Source: an optimization exercise on an open RTL-to-GDS flow (aim: small area). Production flows keep margins and buffers that such runs may drop. Where RTL was checked, it was by simulation tests only, not by an equivalence proof against the original. For runs 2 to 4, only the layout was checked, not whether the RTL still works. Power figures rest on the tool's default switching activity, not on a simulated workload.

$ cat flow/design.v
package param_bus_datapath_pkg;
  localparam int SRC_HI     = 0;
  localparam int SRC_LO     = 1;
  localparam int SRC_ZHI    = 2;
  localparam int SRC_ZLO    = 3;
  localparam int SRC_PC     = 4;
  localparam int SRC_MDR    = 5;
  localparam int SRC_INPORT = 6;
  localparam int SRC_CSEXT  = 7;
  localparam int SRC_EXT    = 8;
  localparam int SRC_COUNT  = 9;
  localparam logic [1:0] CON_EQZ = 2'b00;
  localparam logic [1:0] CON_NEZ = 2'b01;
  localparam logic [1:0] CON_POS = 2'b10;
  localparam logic [1:0] CON_NEG = 2'b11;
  typedef enum logic [1:0] {
    MEM_IDLE = 2'd0,
    MEM_RD   = 2'd1,
    MEM_WR   = 2'd2
  } mem_state_e;
  function automatic integer src_w(input integer nreg);
    src_w = $clog2(nreg + SRC_COUNT);
  endfunction
endpackage
import param_bus_datapath_pkg::*;
module mem_if_fsm #(
  parameter int MAX_WAIT = 15
) (
  input  logic clk,
  input  logic clr,
  input  logic mem_rd,
  input  logic mem_wr,
  input  logic mem_ack,
  output logic mem_req,
  output logic mem_we,
  output logic mem_busy,
  output logic mem_done,
  output logic mem_err,
  output logic mem_idle,
  output logic rd_active
);
  localparam int CNT_W = (MAX_WAIT < 2) ? 1 : $clog2(MAX_WAIT);
  localparam logic [CNT_W-1:0] CNT_LAST = CNT_W'(MAX_WAIT - 1);
  logic             busy_q, wr_q, done_q, err_q;
  logic [CNT_W-1:0] cnt_q;
  logic             finish, timeout;
  assign timeout = (cnt_q == CNT_LAST);
  assign finish  = mem_ack | timeout;
  always_ff @(posedge clk) begin
    cnt_q <= busy_q ? cnt_q + 1'b1 : '0;
  end
  always_ff @(posedge clk or negedge clr) begin
    if (!clr) begin
      busy_q <= 1'b0;
      wr_q   <= 1'b0;
      done_q <= 1'b0;
      err_q  <= 1'b0;
    end else begin
      if (busy_q) begin
        busy_q <= ~finish;
        wr_q   <= wr_q & ~finish;
      end else begin
        busy_q <= mem_rd ^ mem_wr;
        wr_q   <= mem_wr & ~mem_rd;
      end
      done_q <= busy_q & mem_ack;
      err_q  <= err_q | (busy_q ? (~mem_ack & timeout) : (mem_rd & mem_wr));
    end
  end
  assign mem_req   = busy_q;
  assign mem_we    = wr_q;
  assign mem_busy  = busy_q;
  assign mem_done  = done_q;
  assign mem_err   = err_q;
  assign mem_idle  = ~busy_q;
  assign rd_active = busy_q & ~wr_q;
endmodule
import param_bus_datapath_pkg::*;
module param_bus_datapath #(
  parameter  int DATA_W   = 32,
  parameter  int NREG     = 16,
  parameter  int ADDR_W   = 9,
  parameter  int MAX_WAIT = 15,
  localparam int SRC_W    = param_bus_datapath_pkg::src_w(NREG)
) (
  input  logic                clk,
  input  logic                clr,
  input  logic [SRC_W-1:0]    bus_src,
  input  logic [NREG-1:0]     reg_in,
  input  logic                hi_in,
  input  logic                lo_in,
  input  logic                pc_in,
  input  logic                ir_in,
  input  logic                y_in,
  input  logic                z_in,
  input  logic                mar_in,
  input  logic                mdr_in,
  input  logic                con_in,
  input  logic                out_in,
  input  logic                ba_mode,
  input  logic [DATA_W-1:0]   ext_bus,
  output logic [DATA_W-1:0]   alu_a,
  output logic [DATA_W-1:0]   alu_b,
  input  logic [2*DATA_W-1:0] alu_res,
  input  logic                mem_rd,
  input  logic                mem_wr,
  output logic                mem_req,
  output logic                mem_we,
  output logic [ADDR_W-1:0]   mem_addr,
  output logic [DATA_W-1:0]   mem_wdata,
  input  logic [DATA_W-1:0]   mem_rdata,
  input  logic                mem_ack,
  output logic                mem_busy,
  output logic                mem_done,
  output logic                mem_err,
  input  logic [DATA_W-1:0]   in_data,
  input  logic                in_strobe,
  output logic [DATA_W-1:0]   out_port,
  output logic [DATA_W-1:0]   ir_out,
  output logic                con_out
);
  localparam int CODE_HI     = NREG + SRC_HI;
  localparam int CODE_LO     = NREG + SRC_LO;
  localparam int CODE_ZHI    = NREG + SRC_ZHI;
  localparam int CODE_ZLO    = NREG + SRC_ZLO;
  localparam int CODE_PC     = NREG + SRC_PC;
  localparam int CODE_MDR    = NREG + SRC_MDR;
  localparam int CODE_INPORT = NREG + SRC_INPORT;
  localparam int CODE_CSEXT  = NREG + SRC_CSEXT;
  localparam int CODE_EXT    = NREG + SRC_EXT;
  logic [DATA_W-1:0]   regs_q [NREG];
  logic [DATA_W-1:0]   hi_q, lo_q, pc_q;
  logic [2*DATA_W-1:0] zn_q;        
  logic [DATA_W-1:0]   inportn_q;   
  logic [NREG-1:0]     rv_q;
  logic                hiv_q, lov_q, pcv_q, zv_q, inv_q;
  logic [DATA_W-1:0]   ir_q, y_q, mdr_q, out_q;
  logic [ADDR_W-1:0]   mar_q;
  logic                con_q;
  logic [DATA_W-1:0]   bus, bus_n;
  logic                con_cond;
  logic                mem_idle;
  logic                rd_active;
  logic                rd_capture;
  logic [NREG-1:0]     sel_r;
  logic sel_hi, sel_lo, sel_zh, sel_zl, sel_pc, sel_mdr, sel_inp, sel_cs, sel_ext;
  always_comb begin
    for (int i = 0; i < NREG; i++)
      sel_r[i] = (bus_src == SRC_W'(i)) && rv_q[i];
    if (ba_mode) sel_r[0] = 1'b0;
    sel_hi  = (bus_src == SRC_W'(CODE_HI))     && hiv_q;
    sel_lo  = (bus_src == SRC_W'(CODE_LO))     && lov_q;
    sel_zh  = (bus_src == SRC_W'(CODE_ZHI))    && zv_q;
    sel_zl  = (bus_src == SRC_W'(CODE_ZLO))    && zv_q;
    sel_pc  = (bus_src == SRC_W'(CODE_PC))     && pcv_q;
    sel_mdr = (bus_src == SRC_W'(CODE_MDR));
    sel_inp = (bus_src == SRC_W'(CODE_INPORT)) && inv_q;
    sel_cs  = (bus_src == SRC_W'(CODE_CSEXT));
    sel_ext = (bus_src == SRC_W'(CODE_EXT));
  end
  logic [DATA_W-1:0] csext;
  logic [DATA_W-1:0] g [8];
  logic [DATA_W-1:0] pa, pb, pz, pi, w0, w1;
  assign csext = {{(DATA_W-19){ir_q[18]}}, ir_q[18:0]};
  for (genvar k = 0; k < 5; k++) begin : g_aoi
    bus_aoi3 #(.W(DATA_W)) u_aoi (
      .s1(sel_r[3*k]),   .d1(regs_q[3*k]),
      .s2(sel_r[3*k+1]), .d2(regs_q[3*k+1]),
      .s3(sel_r[3*k+2]), .d3(regs_q[3*k+2]),
      .y(g[k]));
  end
  bus_aoi3 #(.W(DATA_W)) u_aoi5 (
    .s1(sel_r[15]), .d1(regs_q[15]),
    .s2(sel_hi),    .d2(hi_q),
    .s3(sel_lo),    .d3(lo_q),
    .y(g[5]));
  bus_aoi3 #(.W(DATA_W)) u_aoi6 (
    .s1(sel_pc),  .d1(pc_q),
    .s2(sel_mdr), .d2(mdr_q),
    .s3(sel_cs),  .d3(csext),
    .y(g[6]));
  bus_nand2 #(.W(DATA_W)) u_ext (.a({DATA_W{sel_ext}}), .b(ext_bus), .y(g[7]));
  bus_oai22 #(.W(DATA_W)) u_z (
    .a1({DATA_W{~sel_zh}}), .a2(zn_q[2*DATA_W-1:DATA_W]),
    .b1({DATA_W{~sel_zl}}), .b2(zn_q[DATA_W-1:0]),
    .y(pz));
  bus_nor2 #(.W(DATA_W)) u_in (.a({DATA_W{~sel_inp}}), .b(inportn_q), .y(pi));
  bus_nand4 #(.W(DATA_W)) u_n0 (.a(g[0]), .b(g[1]), .c(g[2]), .d(g[3]), .y(pa));
  bus_nand4 #(.W(DATA_W)) u_n1 (.a(g[4]), .b(g[5]), .c(g[6]), .d(g[7]), .y(pb));
  bus_nor2  #(.W(DATA_W)) u_w0 (.a(pa), .b(pb), .y(w0));
  bus_nor2  #(.W(DATA_W)) u_w1 (.a(pz), .b(pi), .y(w1));
  bus_nand2 #(.W(DATA_W)) u_bp (.a(w0), .b(w1), .y(bus));
  assign bus_n = ~bus;
  always_comb begin
    case (ir_q[20:19])
      CON_EQZ: con_cond = (bus == '0);
      CON_NEZ: con_cond = (bus != '0);
      CON_POS: con_cond = ~bus[DATA_W-1];
      default: con_cond = bus[DATA_W-1];
    endcase
  end
  logic [DATA_W-1:0]   regs_d [NREG];
  logic [DATA_W-1:0]   hi_d, lo_d, pc_d, inportn_d;
  logic [2*DATA_W-1:0] zn_d;
  for (genvar g = 0; g < NREG; g++) begin : g_reg
    bus_hold #(.W(DATA_W)) u_hold (.en(reg_in[g]), .dn(bus_n), .q(regs_q[g]), .y(regs_d[g]));
  end
  bus_hold #(.W(DATA_W))   u_hold_hi (.en(hi_in),     .dn(bus_n),   .q(hi_q),      .y(hi_d));
  bus_hold #(.W(DATA_W))   u_hold_lo (.en(lo_in),     .dn(bus_n),   .q(lo_q),      .y(lo_d));
  bus_hold #(.W(DATA_W))   u_hold_pc (.en(pc_in),     .dn(bus_n),   .q(pc_q),      .y(pc_d));
  bus_hold #(.W(2*DATA_W)) u_hold_z  (.en(z_in),      .dn(alu_res), .q(zn_q),      .y(zn_d));
  bus_hold #(.W(DATA_W))   u_hold_in (.en(in_strobe), .dn(in_data), .q(inportn_q), .y(inportn_d));
  always_ff @(posedge clk) begin
    for (int i = 0; i < NREG; i++)
      regs_q[i] <= regs_d[i];
    hi_q      <= hi_d;
    lo_q      <= lo_d;
    pc_q      <= pc_d;
    zn_q      <= zn_d;
    inportn_q <= inportn_d;
  end
  always_ff @(posedge clk or negedge clr) begin
    if (!clr) begin
      rv_q  <= '0;
      hiv_q <= 1'b0;
      lov_q <= 1'b0;
      pcv_q <= 1'b0;
      zv_q  <= 1'b0;
      inv_q <= 1'b0;
    end else begin
      rv_q  <= rv_q | reg_in;
      hiv_q <= hiv_q | hi_in;
      lov_q <= lov_q | lo_in;
      pcv_q <= pcv_q | pc_in;
      zv_q  <= zv_q | z_in;
      inv_q <= inv_q | in_strobe;
    end
  end
  logic [DATA_W-1:0] ir_d, y_d, out_d, mdr_d, mdr_src_n;
  logic [ADDR_W-1:0] mar_d;
  logic              mar_en, mdr_en, con_d;
  assign mar_en = mar_in & mem_idle;
  assign mdr_en = rd_capture | (mdr_in & ~rd_active);
  assign con_d  = con_in ? con_cond : con_q;
  bus_hold  #(.W(DATA_W)) u_hold_ir  (.en(ir_in),  .dn(bus_n), .q(ir_q),  .y(ir_d));
  bus_hold  #(.W(DATA_W)) u_hold_y   (.en(y_in),   .dn(bus_n), .q(y_q),   .y(y_d));
  bus_hold  #(.W(DATA_W)) u_hold_out (.en(out_in), .dn(bus_n), .q(out_q), .y(out_d));
  bus_hold  #(.W(ADDR_W)) u_hold_mar (.en(mar_en), .dn(bus_n[ADDR_W-1:0]), .q(mar_q), .y(mar_d));
  bus_mux2i #(.W(DATA_W)) u_mdr_src  (.s(rd_capture), .a1(mem_rdata), .a0(bus), .y(mdr_src_n));
  bus_hold  #(.W(DATA_W)) u_hold_mdr (.en(mdr_en), .dn(mdr_src_n), .q(mdr_q), .y(mdr_d));
  always_ff @(posedge clk or negedge clr) begin
    if (!clr) begin
      ir_q  <= '0;
      y_q   <= '0;
      mar_q <= '0;
      mdr_q <= '0;
      out_q <= '0;
      con_q <= 1'b0;
    end else begin
      ir_q  <= ir_d;
      y_q   <= y_d;
      mar_q <= mar_d;
      mdr_q <= mdr_d;
      out_q <= out_d;
      con_q <= con_d;
    end
  end
  mem_if_fsm #(
    .MAX_WAIT (MAX_WAIT)
  ) u_mem_if_fsm (
    .clk       (clk),
    .clr       (clr),
    .mem_rd    (mem_rd),
    .mem_wr    (mem_wr),
    .mem_ack   (mem_ack),
    .mem_req   (mem_req),
    .mem_we    (mem_we),
    .mem_busy  (mem_busy),
    .mem_done  (mem_done),
    .mem_err   (mem_err),
    .mem_idle  (mem_idle),
    .rd_active (rd_active)
  );
  assign rd_capture = rd_active && mem_ack;
  assign alu_a     = y_q;
  assign alu_b     = bus;
  assign mem_addr  = mar_q;
  assign mem_wdata = mdr_q;
  assign out_port  = out_q;
  assign ir_out    = ir_q;
  assign con_out   = con_q;
endmodule
module bus_hold #(
  parameter int W = 32
) (
  input  logic         en,
  input  logic [W-1:0] dn,
  input  logic [W-1:0] q,
  output logic [W-1:0] y
);
  logic [W-1:0] t;
  hold_nor #(.W(W)) u_nor (.en(en), .q(q), .t(t));
  hold_aoi #(.W(W)) u_aoi (.en(en), .dn(dn), .t(t), .y(y));
endmodule
module hold_nor #(
  parameter int W = 32
) (
  input  logic         en,
  input  logic [W-1:0] q,
  output logic [W-1:0] t
);
  assign t = ~({W{en}} | q);
endmodule
module hold_aoi #(
  parameter int W = 32
) (
  input  logic         en,
  input  logic [W-1:0] dn,
  input  logic [W-1:0] t,
  output logic [W-1:0] y
);
  assign y = ~(({W{en}} & dn) | t);
endmodule
module bus_aoi3 #(
  parameter int W = 32
) (
  input  logic         s1, s2, s3,
  input  logic [W-1:0] d1, d2, d3,
  output logic [W-1:0] y
);
  assign y = ~(({W{s1}} & d1) | ({W{s2}} & d2) | ({W{s3}} & d3));
endmodule
module bus_oai22 #(
  parameter int W = 32
) (
  input  logic [W-1:0] a1, a2, b1, b2,
  output logic [W-1:0] y
);
  assign y = ~((a1 | a2) & (b1 | b2));
endmodule
module bus_nor2 #(
  parameter int W = 32
) (
  input  logic [W-1:0] a, b,
  output logic [W-1:0] y
);
  assign y = ~(a | b);
endmodule
module bus_nand2 #(
  parameter int W = 32
) (
  input  logic [W-1:0] a, b,
  output logic [W-1:0] y
);
  assign y = ~(a & b);
endmodule
module bus_nand4 #(
  parameter int W = 32
) (
  input  logic [W-1:0] a, b, c, d,
  output logic [W-1:0] y
);
  assign y = ~(a & b & c & d);
endmodule
module bus_mux2i #(
  parameter int W = 32
) (
  input  logic         s,
  input  logic [W-1:0] a1, a0,
  output logic [W-1:0] y
);
  assign y = ~(s ? a1 : a0);
endmodule
$ cat flow/config.mk
export PLATFORM = sky130hd
export DESIGN_NAME = param_bus_datapath
export DESIGN_NICKNAME = param_bus_datapath
export VERILOG_FILES = /design/flow/design.v
export SDC_FILE = /design/flow/constraint.sdc
export NUM_CORES = 4
export LEC_CHECK = 0
export CAP_MARGIN = 20
export CORE_MARGIN = 2
export CORE_UTILIZATION = 60
export SETUP_SLACK_MARGIN = 0.1
export SLEW_MARGIN = 20
export SYNTH_HIERARCHICAL = 1
$ cat flow/constraint.sdc
create_clock -name core_clock -period 5.0 [get_ports {clk}]
set_input_delay 1.0000 -clock core_clock [delete_from_list [all_inputs] [get_ports {clk}]]
set_output_delay 1.0000 -clock core_clock [all_outputs]
set_load 0.01 [all_outputs]
$ cat flow/standard.sh
#!/bin/bash
# synth_recipe.tcl (not shown) runs the flow's synth.tcl, then flattens the netlist and writes it again
# the make line also repeats each setting of config.mk as NAME=value (left out here)
make -C /OpenROAD-flow-scripts/flow DESIGN_CONFIG=/design/flow/config.mk WORK_HOME=/design/flow/orfs CLKGATE_MAP_FILE= SYNTH_SCRIPT=/design/flow/synth_recipe.tcl "${@:-finish}"
$ cat flow/flow/run.sh
#!/bin/bash
# Own layout flow: the standard ORFS flow, with
#  - port buffers made from the smallest plain buffer instead of delay cells,
#  - clock tree built without dummy balancing loads, from mid-size buffers.
# Each ORFS step writes its full log under orfs/logs/; make's own output
# goes to flow_make.log here.
set -euo pipefail
bash standard.sh \
  BUFFER_PORTS_ARGS="-buffer_cell sky130_fd_sc_hd__buf_1" \
  CTS_ARGS="-sink_clustering_enable -repair_clock_nets -dont_use_dummy_load -buf_list sky130_fd_sc_hd__clkbuf_8 -sink_clustering_size 20 -sink_clustering_max_diameter 60" \
  finish > flow_make.log 2>&1
==> results of run 1 <==
==> cell usage after synthesis (2+ instances only) <==
cell type  count
mux2i_1       33
and3_1        20
nor2b_1        2
buf_6        203
dfrtp_1      163
buf_2         21
nor3b_1        3
buf_8          3
a21oi_2       11
nand4_1       65
and4b_1        2
a222oi_1     224
nor2_1       944
nor4_1         7
nor3_1         2
ha_1           4
or2_2         21
nand2_1       66
nand3_1        8
inv_1         35
a21oi_1      830
dfxtp_1      708
and2_1         6
o22ai_1       32
nand2b_1       3
==> logic make-up after synthesis <==
kind of cell / after synthesis / share of synthesized area (%)
AOI/OAI and AO/OA: 1102 / 20.6
xor gates and xnor gates: 1 / 0.0268
adders and majority gates: 4 / 0.153
buffers and inverters: 264 / 7.90
DFF: 871 / 55.9
muxes: 34 / 1.05
and+or+nand+nor: 1152 / 14.4
==> power groups by stage <==
stage	Sequential, mW	Clock [mW]	Combinational, mW
final	9.09	3.08	2.98
after global placement	9.16	0	2.83
after detailed placement	9.20	0	2.94
after global routing	9.21	3.35	3.26
after floorplan	9.10	0	1.80
after CTS	9.06	3.13	2.94
==> worst paths after layout <==
check	startpoint	slack (ns)	to	depth (start not counted)
min in group core_clock	alu_res[49]	0.44	zn_q[49]	2
worst max-delay path	bus_src[3]	0.38	alu_b[22]	8
worst min-delay path	clr	0.33	out_q[13]	2
worst min register to register	rv_q[11]	0.46	rv_q[11]	1
max in group asynchronous	clr	3.89	out_q[4]	2
worst max register to register	rv_q[15]	1.49	con_q	11
==> layer usage <==
metal	part of all wire (%)	routed length, um
met2	46	48300
met5	0	0
met3	9.4	10000
met1	40	42400
met4	5.0	5310
==> placed cells by master, fill, tap and decap left out, types with 2 or more instances in the layout <==
master    count
clkbuf_8     54
and3_1       14
inv_1        35
nand2b_1      3
o22ai_1      32
and2_1        5
diode_2       3
nand4_1      65
dfxtp_1     708
nor3b_1       3
nand2_1      66
a21oi_2      11
and4b_1       2
clkbuf_2     23
ha_1          4
nor4_1        7
nand3_1       8
nor2b_1       2
dfrtp_1     163
a222oi_1    224
and3_2        6
mux2i_1      33
clkbuf_4      2
buf_4        75
or2_2        21
nor3_1        2
a21oi_1     830
nor2_1      944
buf_1       347
buf_12        7
==> area by class of cell <==
| type | count | area, sq um |
|---|---|---|
| Inverter | 36 | 135 |
| Multi-Input combinational cell | 2293 | 11800 |
| Antenna cell | 3 | 7.51 |
| Tap cell | 696 | 871 |
| Timing Repair Buffer | 454 | 2140 |
| Fill cell | 4669 | 19800 |
| Sequential cell | 871 | 18300 |
| Clock buffer | 54 | 743 |
==> metrics.csv, run 1 <==
stage,metric,value,unit
run_status,outcome,timing/DRC/antenna clean,
power_and_ir_drop,leakagePower,13.6,nW
die,die-area,56300,sq um
place,place_ws,0.532,ns
critical_path,crit_type,in -> out,
synth,synth_nets,3630,
sta,slew_viol_final,0,
layout,largest_reg_flops,512,
synth,async_flop_share,18.7,%
synth,synth_top_area_cell,dfxtp_1,
die,ioPinCount,373,
clock_tree,cts_root_buf,clkbuf_8,
clock_tree,clkTransAtPathRegs,0.12,ns
clock_tree,cts_setup_buffers,0,
global_routing,use_met1,48.4,%
place,dp_hpwl,70600,um
layout,synthToLayoutAreaGrowth,4.05,%
critical_path,crit_family,simple AND/OR/NAND/NOR gates,
sta,hold_viol_final,0,
route,detail-route-antenna-nets,0,
hold_path,min_path_type,in -> async,
critical_path,crit_path_start_kind,input port,
clock_tree,htreeDepth,2,
critical_path,cp.required,4.00,ns
critical_path,cp_max_fo,32,
route,routed_wl,106000,um
route,first_iter_violations,4131,
sta,min_period_over_period,92.4,%
route,drc,0,
sta,fin_crit,4.62,ns
die,rows,85,
clock_tree,cts_buffer_depth,3,
layout,post-route-util,63.1,%
global_routing,grt_pass1_wl,155000,um
synth,synth_top_cells_by_area,"dfxtp_1 43%, a21oi_1 13%, dfrtp_1 12%",
power_and_ir_drop,vdd_drop_max,0.296,mV
layout,largest-register,regs_q,
synth,yosys_warnings,12,
critical_path,crit_path_frequent_cell,buf_1,
synth,syn_avg_cell_area,9.53,sq um
synth,synth-edff-count,0,
global_routing,grt.total_usage,36.2,%
sta,grt_setup_unrepaired,false,
critical_path,cp_data_arrival_time,3.62,ns
layout,reg_top3,"regs_q x512, zn_q x64",
place,place.gp.congestion,0.916,
power_and_ir_drop,intPower,10.2,mW
clock_tree,cts_resized,0,
global_routing,grt_pass1_vias,25900,
global_routing,grt_max_degree,98,
die,start_util,60.7,%
critical_path,critPathSlowestCell,and3_2,
synth,seq_area_frac_synth,55.9,%
power_and_ir_drop,p_sw,4.95,mW
sta,hold_slack,0.330,ns
global_routing,grt-ovfl-total,0,
place,io_buffers,372,
synth,synth_top_area_share,43.4,%
layout,fin_nets,3912,
critical_path,crit_path_max_incr_delay,0.95,ns
clock_tree,clk_latency,0.73,ns
synth,synth_area,32700,sq um
sta,slew_headroom,25.8,%
route,vias_per_cell,6.29,
power_and_ir_drop,power.density,446,nW/um^2
critical_path,crit_path_end_kind,output pin,
route,dr_total_vias,27700,
synth,ys_seq_elements,871,
sta,skew,0.0617,ns
clock_tree,clock_sinks,871,
sta,setup-tns-final,0,ns
global_routing,met2_usage,57.2,%
clock_tree,cts_tree,built,
place,post_dp_cell_area,33200,sq um
sta,fin_ws,0.381,ns
clock_tree,cts_buffers,54,
synth,synth_ff_type,dfxtp_1,
sta,fmax,0.217,GHz
place,place_inst,4350,
layout,design_area,34000,sq um
sta,worst_pin_slew,1.11,ns
flow_run,maxCapViolCount,0,
die,die_height,237,um
power_and_ir_drop,clkPwrFrac,20.3,%
layout,drive_above_1_share,5.47,%
power_and_ir_drop,total_power,15.1,mW
global_routing,met3_usage,5.85,%
die,core,53800,sq um
route,firstDrtPassIters,9,
synth,syn_inst,3428,
die,die_w,237,um
power_and_ir_drop,power_frac_comb,19.7,%
power_and_ir_drop,sequentialPowerShare,60.0,%
global_routing,antenna_found_initial,2,
critical_path,critPathBufInv,2,
global_routing,grt_busiest_layer,met2,
sta,setup_viol,0,
critical_path,path_cells,buf_1 -> nor3b_1 -> and3_2 -> a222oi_1 -> nand4_1 -> nor2_1 -> nand2_1 -> buf_1,
layout,fin_cells,4407,
power_and_ir_drop,sw_frac_of_total,32.7,%
clock_tree,cts_hold_buffers,0,
synth,synth_cell_types,37,
route,wire_per_inst,24.0,um
==> run 2: changes to the inputs <==
--- a/flow/design.v
+++ b/flow/design.v
@@ -208,7 +208,10 @@
   bus_hold #(.W(DATA_W))   u_hold_hi (.en(hi_in),     .dn(bus_n),   .q(hi_q),      .y(hi_d));
   bus_hold #(.W(DATA_W))   u_hold_lo (.en(lo_in),     .dn(bus_n),   .q(lo_q),      .y(lo_d));
   bus_hold #(.W(DATA_W))   u_hold_pc (.en(pc_in),     .dn(bus_n),   .q(pc_q),      .y(pc_d));
-  bus_hold #(.W(2*DATA_W)) u_hold_z  (.en(z_in),      .dn(alu_res), .q(zn_q),      .y(zn_d));
+  bus_hold #(.W(DATA_W))   u_hold_zh (.en(z_in),      .dn(alu_res[2*DATA_W-1:DATA_W]),
+                                      .q(zn_q[2*DATA_W-1:DATA_W]), .y(zn_d[2*DATA_W-1:DATA_W]));
+  bus_hold #(.W(DATA_W))   u_hold_zl (.en(z_in),      .dn(alu_res[DATA_W-1:0]),
+                                      .q(zn_q[DATA_W-1:0]), .y(zn_d[DATA_W-1:0]));
   bus_hold #(.W(DATA_W))   u_hold_in (.en(in_strobe), .dn(in_data), .q(inportn_q), .y(inportn_d));
   always_ff @(posedge clk) begin
     for (int i = 0; i < NREG; i++)
@@ -246,7 +249,7 @@
   bus_hold  #(.W(DATA_W)) u_hold_y   (.en(y_in),   .dn(bus_n), .q(y_q),   .y(y_d));
   bus_hold  #(.W(DATA_W)) u_hold_out (.en(out_in), .dn(bus_n), .q(out_q), .y(out_d));
   bus_hold  #(.W(ADDR_W)) u_hold_mar (.en(mar_en), .dn(bus_n[ADDR_W-1:0]), .q(mar_q), .y(mar_d));
-  bus_mux2i #(.W(DATA_W)) u_mdr_src  (.s(rd_capture), .a1(mem_rdata), .a0(bus), .y(mdr_src_n));
+  bus_aoi22 #(.W(DATA_W)) u_mdr_src  (.s1(rd_capture), .d1(mem_rdata), .s2(~rd_capture), .d2(bus), .y(mdr_src_n));
   bus_hold  #(.W(DATA_W)) u_hold_mdr (.en(mdr_en), .dn(mdr_src_n), .q(mdr_q), .y(mdr_d));
   always_ff @(posedge clk or negedge clr) begin
     if (!clr) begin
@@ -362,12 +365,12 @@
 );
   assign y = ~(a & b & c & d);
 endmodule
-module bus_mux2i #(
+module bus_aoi22 #(
   parameter int W = 32
 ) (
-  input  logic         s,
-  input  logic [W-1:0] a1, a0,
+  input  logic         s1, s2,
+  input  logic [W-1:0] d1, d2,
   output logic [W-1:0] y
 );
-  assign y = ~(s ? a1 : a0);
+  assign y = ~(({W{s1}} & d1) | ({W{s2}} & d2));
 endmodule
--- a/flow/flow/run.sh
+++ b/flow/flow/run.sh
@@ -7,5 +7,5 @@
 set -euo pipefail
 bash standard.sh \
   BUFFER_PORTS_ARGS="-buffer_cell sky130_fd_sc_hd__buf_1" \
-  CTS_ARGS="-sink_clustering_enable -repair_clock_nets -dont_use_dummy_load -buf_list sky130_fd_sc_hd__clkbuf_8 -sink_clustering_size 20 -sink_clustering_max_diameter 60" \
+  CTS_ARGS="-sink_clustering_enable -repair_clock_nets -dont_use_dummy_load -buf_list sky130_fd_sc_hd__clkbuf_8 -sink_clustering_size 18 -sink_clustering_max_diameter 60" \
   finish > flow_make.log 2>&1
==> run 2 against run 1 <==
Critical path type unchanged. Fmax fell by 2.8%. Via count rose by 1.9%. Count of clock-buffer cells in the layout rose by 4. Combinational power rose by 3%. Hold slack got worse by 0.16 ns. Register-to-register slack got worse by 0.73 ns. Total power rose by 1.9%. Largest power group unchanged. Area after synthesis fell by 0.46%. Synthesized cell count barely moved. Clock power rose by 4%. Highest routed layer unchanged. Critical path depth rose by 1. Largest cell class unchanged.
==> metrics.csv, run 2 <==
stage,metric,value,unit,change
clock_tree,cts_setup_buffers,0,,unchanged
layout,largest_reg_flops,512,,unchanged
power_and_ir_drop,leakagePower,13.7,nW,+0.87%
clock_tree,htreeDepth,2,,unchanged
layout,final_common_cell,nor2_1,,
place,post_dp_cell_area,33300,sq um,+0.17%
clock_tree,cts_root_buf,clkbuf_8,,
synth,synth_commonest_cells,"944 x nor2_1, 840 x a21oi_1, 708 x dfxtp_1",,
layout,fin_nets,3929,,+0.43%
sta,hold_viol_final,0,,unchanged
clock_tree,cts_buffers,58,,+7.4%
sta,min_period_over_period,95.0,%,+2.6 points
synth,syn_inst,3430,,+0.058%
route,routed_wl,109000,um,+2.9%
clock_tree,cts_tree,built,,
place,place.gp.congestion,0.914,,-0.32%
clock_tree,cts_hold_buffers,0,,unchanged
clock_tree,clkTransAtPathRegs,0.11,ns,about the same
clock_tree,clock_sinks,871,,unchanged
synth,yosysMostFrequentCell,nor2_1,,
layout,drive_above_1_share,5.48,%,about the same
synth,async_flop_share,18.7,%,unchanged
die,ioPinCount,373,,unchanged
global_routing,grt.total_usage,37.4,%,+1.2 points
power_and_ir_drop,power.density,453,nW/um^2,+1.6%
sta,grt_setup_unrepaired,false,,
sta,fin_crit,4.75,ns,+0.132 ns
synth,synth-edff-count,0,,unchanged
sta,worst_pin_slew,1.22,ns,+0.111 ns
global_routing,grt_pass1_vias,26100,,+0.75%
die,rows,85,,unchanged
hold_path,min_path_type,in -> async,,
layout,synthToLayoutAreaGrowth,4.88,%,
power_and_ir_drop,vdd_drop_max,0.289,mV,-2.4%
synth,synth_nets,3632,,+0.055%
route,vias_per_cell,6.39,,+1.5%
layout,reg_top3,"regs_q x512, zn_q x64",,
power_and_ir_drop,total_power,15.4,mW,+1.9%
global_routing,grt_max_degree,81,,-17%
die,die_height,237,um,-0.22%
critical_path,crit_type,in -> out,,
layout,design_area,34100,sq um,+0.34%
layout,largest-register,regs_q,,
synth,ys_seq_elements,871,,unchanged
place,dp_hpwl,71500,um,+1.3%
die,die-area,56100,sq um,-0.45%
die,die_w,237,um,-0.22%
power_and_ir_drop,sw_frac_of_total,33.2,%,+0.49 points
global_routing,grt_busiest_layer,met2,,
critical_path,cp.required,4.00,ns,about the same
sta,skew,0.0620,ns,+0.000246 ns
power_and_ir_drop,sequentialPowerShare,59.5,%,-0.5 points
sta,slew_headroom,17.6,%,-8.1 points
run_status,outcome,timing/DRC/antenna clean,,
sta,setup_viol,0,,unchanged
route,first_iter_violations,5008,,+21%
synth,synth_area,32500,sq um,-0.46%
sta,slew_viol_final,0,,unchanged
route,drc,0,,unchanged
global_routing,antenna_found_initial,5,,+3
place,place_inst,4363,,+0.30%
critical_path,rr_worst_depth,10,,-1
synth,yosys_warnings,12,,unchanged
sta,fmax,0.210,GHz,-2.8%
route,dr_total_vias,28300,,+1.9%
route,firstDrtPassIters,9,,unchanged
critical_path,crit_path_end_kind,output pin,,
global_routing,met2_usage,59.5,%,+2.3 points
clock_tree,cts_resized,0,,unchanged
global_routing,grt-ovfl-total,0,,unchanged
global_routing,grt_pass1_wl,160000,um,+3.0%
global_routing,use_met1,51.8,%,+3.5 points
layout,fin_cells,4424,,+0.39%
die,core,53700,sq um,-0.20%
power_and_ir_drop,power_frac_comb,19.9,%,+0.2 points
synth,seq_area_frac_synth,56.1,%,+0.26 points
synth,syn_avg_cell_area,9.48,sq um,-0.51%
clock_tree,cts_buffer_depth,3,,unchanged
flow_run,maxCapViolCount,0,,unchanged
die,start_util,60.5,%,-0.16 points
critical_path,cp_max_fo,14,,-56%
global_routing,met3_usage,5.86,%,+0.011 points
synth,synth_top_cells_by_area,"dfxtp_1 44%, a21oi_1 13%, dfrtp_1 13%",,
critical_path,cp_data_arrival_time,3.75,ns,+0.13 ns
synth,synth_cell_types,36,,-2.7%
layout,final_cell_mix,"944 x nor2_1, 840 x a21oi_1, 708 x dfxtp_1",,
power_and_ir_drop,clkPwrFrac,20.7,%,+0.4 points
power_and_ir_drop,intPower,10.3,mW,+1.2%
route,wire_per_inst,24.6,um,+2.5%
synth,synth_top_area_share,43.6,%,+0.20 points
power_and_ir_drop,p_sw,5.12,mW,+3.4%
critical_path,crit_path_start_kind,input port,,
place,io_buffers,372,,unchanged
synth,synth_ff_type,dfxtp_1,,
clock_tree,clk_latency,0.72,ns,about the same
synth,synth_top_area_cell,dfxtp_1,,
route,detail-route-antenna-nets,0,,unchanged
-- run 2: cell type report --
type                            count  area (sq um)
Clock buffer                       58           798
Multi-Input combinational cell   2293         11700
Antenna cell                        3          7.51
Timing Repair Buffer              465          2310
Tap cell                          696           871
Fill cell                        4701         19600
Inverter                           38           143
Sequential cell                   871         18300
-- run 2: kinds of logic (layout without fill, tap and decap cells) --
group                      Yosys count  in the layout  synth area share, %
buffers and inverters              266            561                 7.86
DFF                                871            871                 56.1
muxes                                1              1               0.0308
xor gates and xnor gates             1              1               0.0269
and+or+nand+nor                   1152           1152                 14.4
other                                0              3                    0
adders and majority gates            4              4                0.154
AOI/OAI and AO/OA                 1135           1135                 21.4
-- run 2: routing by layer --
metal	vias up	part of all wire [%]
li1	12800	-
met1	13500	40
met2	1674	46
met3	232	10
met4	0	3.6
met5	-	0
-- run 2: path summary, 6_finish.rpt --
kind,start,slack (ns),end
min reg2reg,rv_q[4],0.46,rv_q[4]
max,bus_src[3],0.25,alu_b[7]
min,clr,0.17,y_q[13]
max reg2reg,rv_q[1],0.76,con_q
min in group core_clock,alu_res[9],0.44,zn_q[9]
max in group asynchronous,clr,4.02,y_q[27]
-- run 2: critical path, cell delays in order --
cell and delay [ns]:
buf_1 0.22, nor3b_1 0.39, and3_1 0.98, buf_4 0.35, a222oi_1 0.10, nand4_1 0.23
nor2_1 0.09, nand2_1 0.18, buf_1 0.19
-- run 2: power by group through the flow --
stage / logic [mW] / clock network [mW] / registers [mW]
floorplan: 1.83 / 0 / 9.18
global placement: 2.91 / 0 / 9.23
detailed placement: 3.01 / 0 / 9.28
CTS: 3.01 / 3.22 / 9.14
global route: 3.34 / 3.46 / 9.30
finish: 3.07 / 3.19 / 9.18
-- run 2: metrics by stage --
stage	setup WS [ns]	utilization (%)	setup TNS, ns	hold WS (ns)
6_report	0.249	63.5	0	0.170
2_1_floorplan	1.52	-	0	0.427
4_1_cts	0.402	63.5	0	0.144
3_5_place_dp	-0.0379	62.0	-0.0379	0.441
5_1_grt	0.264	63.5	0	0.159
3_3_place_gp	0.0708	62.0	0	0.441
==> run 3: changes to the inputs <==
--- a/flow/flow/run.sh
+++ b/flow/flow/run.sh
@@ -7,5 +7,5 @@
 set -euo pipefail
 bash standard.sh \
   BUFFER_PORTS_ARGS="-buffer_cell sky130_fd_sc_hd__buf_1" \
-  CTS_ARGS="-sink_clustering_enable -repair_clock_nets -dont_use_dummy_load -buf_list sky130_fd_sc_hd__clkbuf_8 -sink_clustering_size 18 -sink_clustering_max_diameter 60" \
+  CTS_ARGS="-sink_clustering_enable -repair_clock_nets -dont_use_dummy_load -buf_list sky130_fd_sc_hd__clkbuf_8 -sink_clustering_size 21 -sink_clustering_max_diameter 45" \
   finish > flow_make.log 2>&1
==> run 3 against run 2 <==
Still clean on timing, DRC and antenna. Synthesized cell count did not move. Sequential power barely moved. Wire length is 0.28% higher. Combinational power hardly changed. Sequential cell count is the same. Fmax decreased by 0.36%. Via count rose by 0.50%. Hold slack worse by 0.0059 ns. Final area rose by 1.4%. Register-to-register slack gained 0.18 ns. Largest power group unchanged.
==> metrics.csv, run 3 <==
stage,metric,value,unit,change
layout,largest_reg_flops,512,,unchanged
global_routing,grt.total_usage,37.6,%,+0.21 points
sta,min_period_over_period,95.4,%,+0.34 points
clock_tree,clk_latency,0.72,ns,about the same
place,place.gp.congestion,0.914,,unchanged
die,ioPinCount,373,,unchanged
clock_tree,clkTransAtPathRegs,0.12,ns,about the same
global_routing,grt_pass1_wl,160000,um,+0.31%
route,firstDrtPassIters,13,,+4
layout,reg_top3,"regs_q x512, zn_q x64",,
hold_path,min_path_type,in -> async,,
synth,async_flop_share,18.7,%,unchanged
critical_path,crit_type,in -> out,,
synth,synth_area,32500,sq um,unchanged
layout,fin_nets,3962,,+0.84%
die,start_util,60.5,%,unchanged
sta,fin_ws,0.232,ns,-0.0172 ns
synth,ys_seq_elements,871,,unchanged
clock_tree,cts_tree,built,,
global_routing,antenna_found_initial,6,,+1
layout,design_area,34600,sq um,+1.4%
die,die_w,237,um,unchanged
layout,final_common_cell,nor2_1,,
layout,largest-register,regs_q,,
synth,synth_top_area_cell,dfxtp_1,,
clock_tree,htreeDepth,3,,+1
synth,yosysMostFrequentCell,nor2_1,,
synth,syn_avg_cell_area,9.48,sq um,unchanged
power_and_ir_drop,vdd_drop_max,0.290,mV,+0.45%
synth,synth_top_cells_by_area,"dfxtp_1 44%, a21oi_1 13%, dfrtp_1 13%",,
critical_path,crit_path_end_kind,output pin,,
die,die-area,56100,sq um,unchanged
route,detail-route-antenna-nets,0,,unchanged
sta,setup_viol,0,,unchanged
synth,synth_ff_type,dfxtp_1,,
power_and_ir_drop,total_power,16.1,mW,+4.6%
synth,yosys_warnings,12,,unchanged
die,core,53700,sq um,unchanged
synth,seq_area_frac_synth,56.1,%,unchanged
sta,hold_viol_final,0,,unchanged
die,die_height,237,um,unchanged
layout,post-route-util,64.3,%,+0.86 points
synth,synth_commonest_cells,"944 x nor2_1, 840 x a21oi_1, 708 x dfxtp_1",,
layout,num-fill-cells,4641,,-1.3%
route,wire_per_inst,24.5,um,-0.48%
place,place_inst,4363,,unchanged
layout,synthToLayoutAreaGrowth,6.30,%,
sta,grt_setup_unrepaired,false,,
clock_tree,cts_setup_buffers,0,,unchanged
route,dr_total_vias,28400,,+0.50%
critical_path,cp.required,4.00,ns,about the same
place,dp_hpwl,71500,um,unchanged
sta,slew_headroom,22.1,%,+4.4 points
global_routing,grt_max_degree,81,,unchanged
flow_run,maxCapViolCount,0,,unchanged
clock_tree,cts_buffers,91,,+57%
layout,fin_cells,4458,,+0.77%
clock_tree,cts_root_buf,clkbuf_8,,
power_and_ir_drop,leakagePower,13.9,nW,+1.7%
global_routing,grt_pass1_vias,26400,,+1.3%
synth,synth_nets,3632,,unchanged
synth,synth_top_area_share,43.6,%,unchanged
route,drc,0,,unchanged
power_and_ir_drop,power.density,467,nW/um^2,+3.2%
die,rows,85,,unchanged
place,post_dp_cell_area,33300,sq um,unchanged
route,first_iter_violations,4703,,-6.1%
place,place_ws,-0.0379,ns,unchanged
critical_path,cp_max_fo,14,,unchanged
place,io_buffers,372,,unchanged
layout,drive_above_1_share,6.33,%,+0.86 points
clock_tree,clock_sinks,871,,unchanged
synth,synth-edff-count,0,,unchanged
route,routed_wl,109000,um,+0.28%
synth,synth_cell_types,36,,unchanged
clock_tree,cts_buffer_depth,3,,unchanged
clock_tree,cts_hold_buffers,0,,unchanged
clock_tree,cts_resized,0,,unchanged
sta,slew_viol_final,0,,unchanged
sta,fin_crit,4.77,ns,+0.0172 ns
synth,syn_inst,3430,,unchanged
critical_path,crit_path_start_kind,input port,,
sta,skew,0.0679,ns,+0.00588 ns
layout,final_cell_mix,"944 x nor2_1, 840 x a21oi_1, 708 x dfxtp_1",,
critical_path,cp_data_arrival_time,3.77,ns,+0.02 ns
route,vias_per_cell,6.37,,-0.27%
global_routing,grt-ovfl-total,0,,unchanged
run_status,outcome,timing/DRC/antenna clean,,
sta,worst_pin_slew,1.17,ns,-0.0554 ns
sta,fmax,0.210,GHz,-0.36%
[run 3: cell counts after synthesis]
No cell type changed its count.
[run 3: critical path, stage by stage]
cell and delay, ns:
buf_1 0.23, nor3b_1 0.39, and3_1 1.00, buf_4 0.35, a222oi_1 0.10, nand4_1 0.21, nor2_1 0.09, nand2_1 0.19
buf_1 0.19
[run 3: path summary, 6_finish.rpt]
path,start,end,slack [ns],depth (start not counted)
max,bus_src[3],alu_b[7],0.23,9
min,clr,y_q[17],0.16,1
max reg2reg,rv_q[3],con_q,0.94,10
min reg2reg,rv_q[14],rv_q[14],0.46,1
max in group asynchronous,clr,pcv_q,3.97,2
min in group core_clock,alu_res[48],zn_q[48],0.45,2
[run 3: area by class of cell]
cell class,instances,area [sq um],area share [%]
Clock buffer,91,1250,3.62
Antenna cell,4,10.0,0.0290
Sequential cell,871,18300,52.8
Tap cell,696,871,2.52
Multi-Input combinational cell,2293,11700,33.9
Timing Repair Buffer,465,2310,6.67
Inverter,38,143,0.413
[run 3: metrics by stage]
| step | setup TNS, ns | hold slack, ns |
|---|---|---|
| 3_5_place_dp | -0.0379 | 0.441 |
| 3_3_place_gp | 0 | 0.441 |
| 5_1_grt | 0 | 0.134 |
| 4_1_cts | 0 | 0.125 |
| 6_report | 0 | 0.164 |
| 2_1_floorplan | 0 | 0.427 |
[run 3: where the power goes]
part | internal (mW) | leakage (nW) | total (mW) | switching (mW)
sequential | 8.32 | 7.82 | 9.19 | 0.874
clock | 1.62 | 0.654 | 3.89 | 2.28
combinational | 0.971 | 5.44 | 3.07 | 2.09
[run 3: cell families (layout without fill, tap and decap cells)]
| logic type | count (synthesis) | count (layout) | synth area share [%] |
|---|---|---|---|
| AND/OR/NAND/NOR | 1152 | 1152 | 14.4 |
| AO/OA/AOI/OAI | 1135 | 1135 | 21.4 |
| flip-flops | 871 | 871 | 56.1 |
| buffers and inverters | 266 | 594 | 7.86 |
| adder cells (fa/ha/maj) | 4 | 4 | 0.154 |
| XOR/XNOR | 1 | 1 | 0.0269 |
| multiplexers | 1 | 1 | 0.0308 |
| other | 0 | 4 | 0 |
[run 3: per-layer routing]
layer	routed length, um	up-vias	track usage, %
met2	49500	1686	58.7
met1	43600	13600	50.9
li1	-	12900	-
met4	4690	2	16.5
met3	11600	262	7.50
met5	13	-	0
==> run 4: changes to the inputs <==
--- a/flow/design.v
+++ b/flow/design.v
@@ -44,10 +44,26 @@
   logic             busy_q, wr_q, done_q, err_q;
   logic [CNT_W-1:0] cnt_q;
   logic             finish, timeout;
-  assign timeout = (cnt_q == CNT_LAST);
-  assign finish  = mem_ack | timeout;
-  always_ff @(posedge clk) begin
-    cnt_q <= busy_q ? cnt_q + 1'b1 : '0;
+  assign finish = mem_ack | timeout;
+  function automatic [3:0] lfsr_after(input integer steps);
+    integer i;
+    begin
+      lfsr_after = 4'b0000;
+      for (i = 0; i < steps; i = i + 1)
+        lfsr_after = {lfsr_after[2:0], ~(lfsr_after[3] ^ lfsr_after[2])};
+    end
+  endfunction
+  if (CNT_W == 4) begin : g_lfsr
+    localparam logic [3:0] LFSR_LAST = lfsr_after(MAX_WAIT - 1);
+    assign timeout = (cnt_q == LFSR_LAST);
+    always_ff @(posedge clk) begin
+      cnt_q <= busy_q ? {cnt_q[2:0], ~(cnt_q[3] ^ cnt_q[2])} : '0;
+    end
+  end else begin : g_count
+    assign timeout = (cnt_q == CNT_LAST);
+    always_ff @(posedge clk) begin
+      cnt_q <= busy_q ? cnt_q + 1'b1 : '0;
+    end
   end
   always_ff @(posedge clk or negedge clr) begin
     if (!clr) begin
@@ -249,7 +265,7 @@
   bus_hold  #(.W(DATA_W)) u_hold_y   (.en(y_in),   .dn(bus_n), .q(y_q),   .y(y_d));
   bus_hold  #(.W(DATA_W)) u_hold_out (.en(out_in), .dn(bus_n), .q(out_q), .y(out_d));
   bus_hold  #(.W(ADDR_W)) u_hold_mar (.en(mar_en), .dn(bus_n[ADDR_W-1:0]), .q(mar_q), .y(mar_d));
-  bus_aoi22 #(.W(DATA_W)) u_mdr_src  (.s1(rd_capture), .d1(mem_rdata), .s2(~rd_capture), .d2(bus), .y(mdr_src_n));
+  bus_mux2i #(.W(DATA_W)) u_mdr_src  (.s(rd_capture), .a1(mem_rdata), .a0(bus), .y(mdr_src_n));
   bus_hold  #(.W(DATA_W)) u_hold_mdr (.en(mdr_en), .dn(mdr_src_n), .q(mdr_q), .y(mdr_d));
   always_ff @(posedge clk or negedge clr) begin
     if (!clr) begin
@@ -365,12 +381,12 @@
 );
   assign y = ~(a & b & c & d);
 endmodule
-module bus_aoi22 #(
+module bus_mux2i #(
   parameter int W = 32
 ) (
-  input  logic         s1, s2,
-  input  logic [W-1:0] d1, d2,
+  input  logic         s,
+  input  logic [W-1:0] a1, a0,
   output logic [W-1:0] y
 );
-  assign y = ~(({W{s1}} & d1) | ({W{s2}} & d2));
+  assign y = ~(s ? a1 : a0);
 endmodule
--- a/flow/flow/run.sh
+++ b/flow/flow/run.sh
@@ -7,5 +7,5 @@
 set -euo pipefail
 bash standard.sh \
   BUFFER_PORTS_ARGS="-buffer_cell sky130_fd_sc_hd__buf_1" \
-  CTS_ARGS="-sink_clustering_enable -repair_clock_nets -dont_use_dummy_load -buf_list sky130_fd_sc_hd__clkbuf_8 -sink_clustering_size 21 -sink_clustering_max_diameter 45" \
+  CTS_ARGS="-sink_clustering_enable -repair_clock_nets -dont_use_dummy_load -buf_list sky130_fd_sc_hd__clkbuf_8 -sink_clustering_size 18 -sink_clustering_max_diameter 60" \
   finish > flow_make.log 2>&1
==> run 4 against run 3 <==
Final area decreased by 1.5%. Area after synthesis increased by 0.18%. Fmax increased by 1.5%. Sequential cell count unchanged. Count of clock-buffer cells in the layout decreased by 35. Critical path type unchanged. Die area increased by 0.18%. Largest cell class unchanged. First-iteration DRC count decreased by 2.0%. Highest routed layer unchanged. Synthesized cell count decreased by 0.20%. Clock skew decreased by 0.0048 ns.
==> metrics.csv, run 4 <==
stage,metric,value,unit,change
run_status,outcome,timing/DRC/antenna clean,,
synth,ys_seq_elements,871,,unchanged
layout,design_area,34000,sq um,-1.5%
die,rows,85,,unchanged
critical_path,r2r-end,con_q,,
layout,post-route-util,63.4,%,-0.95 points
die,core,53700,sq um,unchanged
clock_tree,clkTransAtPathRegs,0.11,ns,about the same
global_routing,grt_pass1_wl,162000,um,+0.94%
route,vias_per_cell,6.44,,+1.1%
layout,fin_cells,4402,,-1.3%
clock_tree,clk_latency,0.73,ns,about the same
synth,seq_area_frac_synth,56.0,%,-0.10 points
synth,synth_top_area_cell,dfxtp_1,,
synth,syn_inst,3423,,-0.20%
global_routing,antenna_found_initial,4,,-2
layout,drive_above_1_share,5.13,%,-1.2 points
sta,skew,0.0631,ns,-0.00478 ns
clock_tree,cts_hold_buffers,0,,unchanged
place,dp_hpwl,71200,um,-0.48%
place,post_dp_cell_area,33300,sq um,about the same
die,die_w,237,um,about the same
critical_path,worstReg2RegStart,rv_q[12],,
sta,hold_viol_final,0,,unchanged
route,routed_wl,109000,um,about the same
clock_tree,clock_sinks,871,,unchanged
critical_path,crit_type,in -> out,,
critical_path,setup.worst_path.start,bus_src[4],,
hold_path,min_path_type,in -> async,,
sta,setup_viol,0,,unchanged
global_routing,grt_max_degree,86,,+6.2%
layout,fin_nets,3907,,-1.4%
route,dr_total_vias,28300,,-0.17%
synth,synth_cell_types,36,,unchanged
layout,largest_reg_flops,512,,unchanged
clock_tree,cts_tree,built,,
synth,synth_ff_type,dfxtp_1,,
synth,synth-edff-count,0,,unchanged
route,firstDrtPassIters,10,,-3
critical_path,crit_path_end_kind,output pin,,
die,ioPinCount,373,,unchanged
critical_path,worstSetupEndpoint,alu_b[29],,
clock_tree,cts_buffer_depth,3,,unchanged
sta,fin_ws,0.303,ns,+0.0709 ns
critical_path,cp.required,4.00,ns,about the same
route,drc,0,,unchanged
synth,synth_area,32600,sq um,+0.18%
critical_path,rr_worst_depth,10,,unchanged
sta,grt_setup_unrepaired,false,,
die,start_util,60.6,%,+0.11 points
critical_path,crit_path_start_kind,input port,,
sta,slew_headroom,19.0,%,-3.1 points
route,wire_per_inst,24.8,um,+1.2%
synth,synth_commonest_cells,"942 x nor2_1, 840 x a21oi_1, 708 x dfxtp_1",,
clock_tree,htreeDepth,2,,-1
power_and_ir_drop,vdd_drop_max,0.307,mV,+5.9%
place,place_inst,4344,,-0.44%
clock_tree,cts_buffers,56,,-38%
power_and_ir_drop,leakagePower,13.6,nW,-2.4%
die,die_height,237,um,about the same
power_and_ir_drop,power.density,448,nW/um^2,-4.2%
critical_path,rrSetupSlack,0.96,ns,+0.02 ns
global_routing,grt-ovfl-total,0,,unchanged
layout,reg_top3,"regs_q x512, zn_q x64",,
sta,hold_slack,0.404,ns,+0.240 ns
route,first_iter_violations,4610,,-2.0%
layout,synthToLayoutAreaGrowth,4.54,%,
place,place_ws,0.181,ns,+0.219 ns
layout,final_cell_mix,"942 x nor2_1, 840 x a21oi_1, 708 x dfxtp_1",,
sta,slew_viol_final,0,,unchanged
layout,final_common_cell,nor2_1,,
synth,syn_avg_cell_area,9.51,sq um,+0.39%
clock_tree,cts_resized,0,,unchanged
die,die-area,56200,sq um,+0.18%
flow_run,maxCapViolCount,0,,unchanged
place,place.gp.congestion,0.955,,+4.5%
synth,synth_top_area_share,43.5,%,-0.080 points
sta,fin_crit,4.70,ns,-0.0709 ns
sta,setup-tns-final,0,ns,unchanged
clock_tree,cts_root_buf,clkbuf_8,,
synth,yosys_warnings,12,,unchanged
layout,largest-register,regs_q,,
route,detail-route-antenna-nets,0,,unchanged
synth,async_flop_share,18.7,%,unchanged
global_routing,grt.total_usage,37.9,%,+0.36 points
place,io_buffers,372,,unchanged
global_routing,grt_pass1_vias,26500,,+0.38%
critical_path,cp_max_fo,17,,+3
sta,fmax,0.213,GHz,+1.5%
synth,yosysMostFrequentCell,nor2_1,,
synth,synth_top_cells_by_area,"dfxtp_1 44%, a21oi_1 13%, dfrtp_1 13%",,
critical_path,cp_data_arrival_time,3.70,ns,-0.07 ns
sta,worst_pin_slew,1.22,ns,+0.0468 ns
power_and_ir_drop,total_power,15.2,mW,-5.6%
sta,min_period_over_period,93.9,%,-1.4 points
synth,synth_nets,3624,,-0.22%
clock_tree,cts_setup_buffers,0,,unchanged
run 4: cell count changes after synthesis, moves of 2 or more:
| cell | change |
|---|---|
| mux2i_1 | +31 |
| nand2_1 | -2 |
| nand3_1 | -2 |
| and2_2 | +4 |
| buf_8 | +3 |
| a22oi_1 | -32 |
| nor2_1 | -2 |
| buf_6 | -2 |
| buf_2 | -3 |
run 4: worst min-delay path by stage:
stage	start	end	slack, ns	cells past startpoint
after floorplan	u_mem_if_fsm.cnt_q[2]	u_mem_if_fsm.cnt_q[3]	0.42	2
after global placement	u_mem_if_fsm.cnt_q[2]	u_mem_if_fsm.cnt_q[3]	0.43	2
after detailed placement	u_mem_if_fsm.cnt_q[2]	u_mem_if_fsm.cnt_q[3]	0.44	2
after CTS	clr	y_q[18]	0.39	1
after global routing	clr	out_q[18]	0.41	1
final	clr	y_q[18]	0.40	1
run 4: worst max-delay path, cell delays in order:
cell and delay (ns):
buf_1 0.22, and3b_1 0.25, and3_1 0.57, buf_4 0.35, buf_4 0.14, a222oi_1 0.45
nand4_1 0.19, nor2_1 0.16, nand2_1 0.17, buf_1 0.18
run 4: final cells by class:
type | instances | area (sq um)
Fill cell | 4648 | 19700
Inverter | 38 | 143
Sequential cell | 871 | 18300
Tap cell | 696 | 871
Clock buffer | 56 | 771
Antenna cell | 2 | 5.00
Timing Repair Buffer | 451 | 2250
Multi-Input combinational cell | 2288 | 11800
run 4: kinds of logic after synthesis:
group,after synthesis,synth area share (%)
flops,871,56.0
fa+ha+maj,3,0.115
compound gates,1102,20.6
simple gates,1150,14.4
mux,33,1.02
buf+inv,264,7.87
run 4: power breakdown:
group | leakage [nW] | total [mW] | internal [mW] | switching [mW]
logic | 5.35 | 2.96 | 0.938 | 2.02
registers | 7.82 | 9.15 | 8.28 | 0.875
clock network | 0.403 | 3.13 | 1.00 | 2.13
total | 13.6 | 15.2 | 10.2 | 5.02
run 4: routing by layer:
layer  global-route usage [%]  part of all wire [%]  routed length [um]  vias up
met5                        0                 0.025                  27        -
met4                     19.2                   5.1                5620        4
met3                     7.26                    12               12600      288
met2                     58.4                    44               48500     1825
met1                     51.4                    39               42500    13500
li1                         -                     -                   -    12700

## separate check: timing with driven ports
Ports are ideal in the flow. The routed layouts listed here were re-timed in OpenROAD.
Step 1 sets driving cells, clkbuf_16 on the clock port and buf_2 on the other inputs (assumed; they add their load-dependent delay and slew).
Step 2 moves the port delays by t, midway between the first and last clock arrival at a register: inputs arrive t later, outputs are due t later. That takes back most of the time a late clock gives input paths.
Slacks: no drivers / after step 1 / after step 2; pairs: no drivers / after step 1.
| run | t (ns) | slack for setup (ns) | clock arrival spread, ns | worst data-port slew with drivers (ns) |
|---|---|---|---|---|
| run 1 | 0.756 | 0.381 / 0.356 / 0.356 | 0.062 / 0.061 | 0.09 |
| run 2 | 0.754 | 0.249 / 0.204 / -0.228 | 0.062 / 0.062 | 0.11 |
| run 3 | 0.746 | 0.232 / 0.179 / -0.240 | 0.069 / 0.069 | 0.10 |
| run 4 | 0.754 | 0.303 / 0.280 / -0.196 | 0.063 / 0.063 | 0.11 |
Met with ideal ports but missed after step 2: setup timing in run 2, run 3 and run 4. For run 4, which loses most, drivers alone change the setup slack by -0.023 ns; drivers and shift together by -0.499 ns.
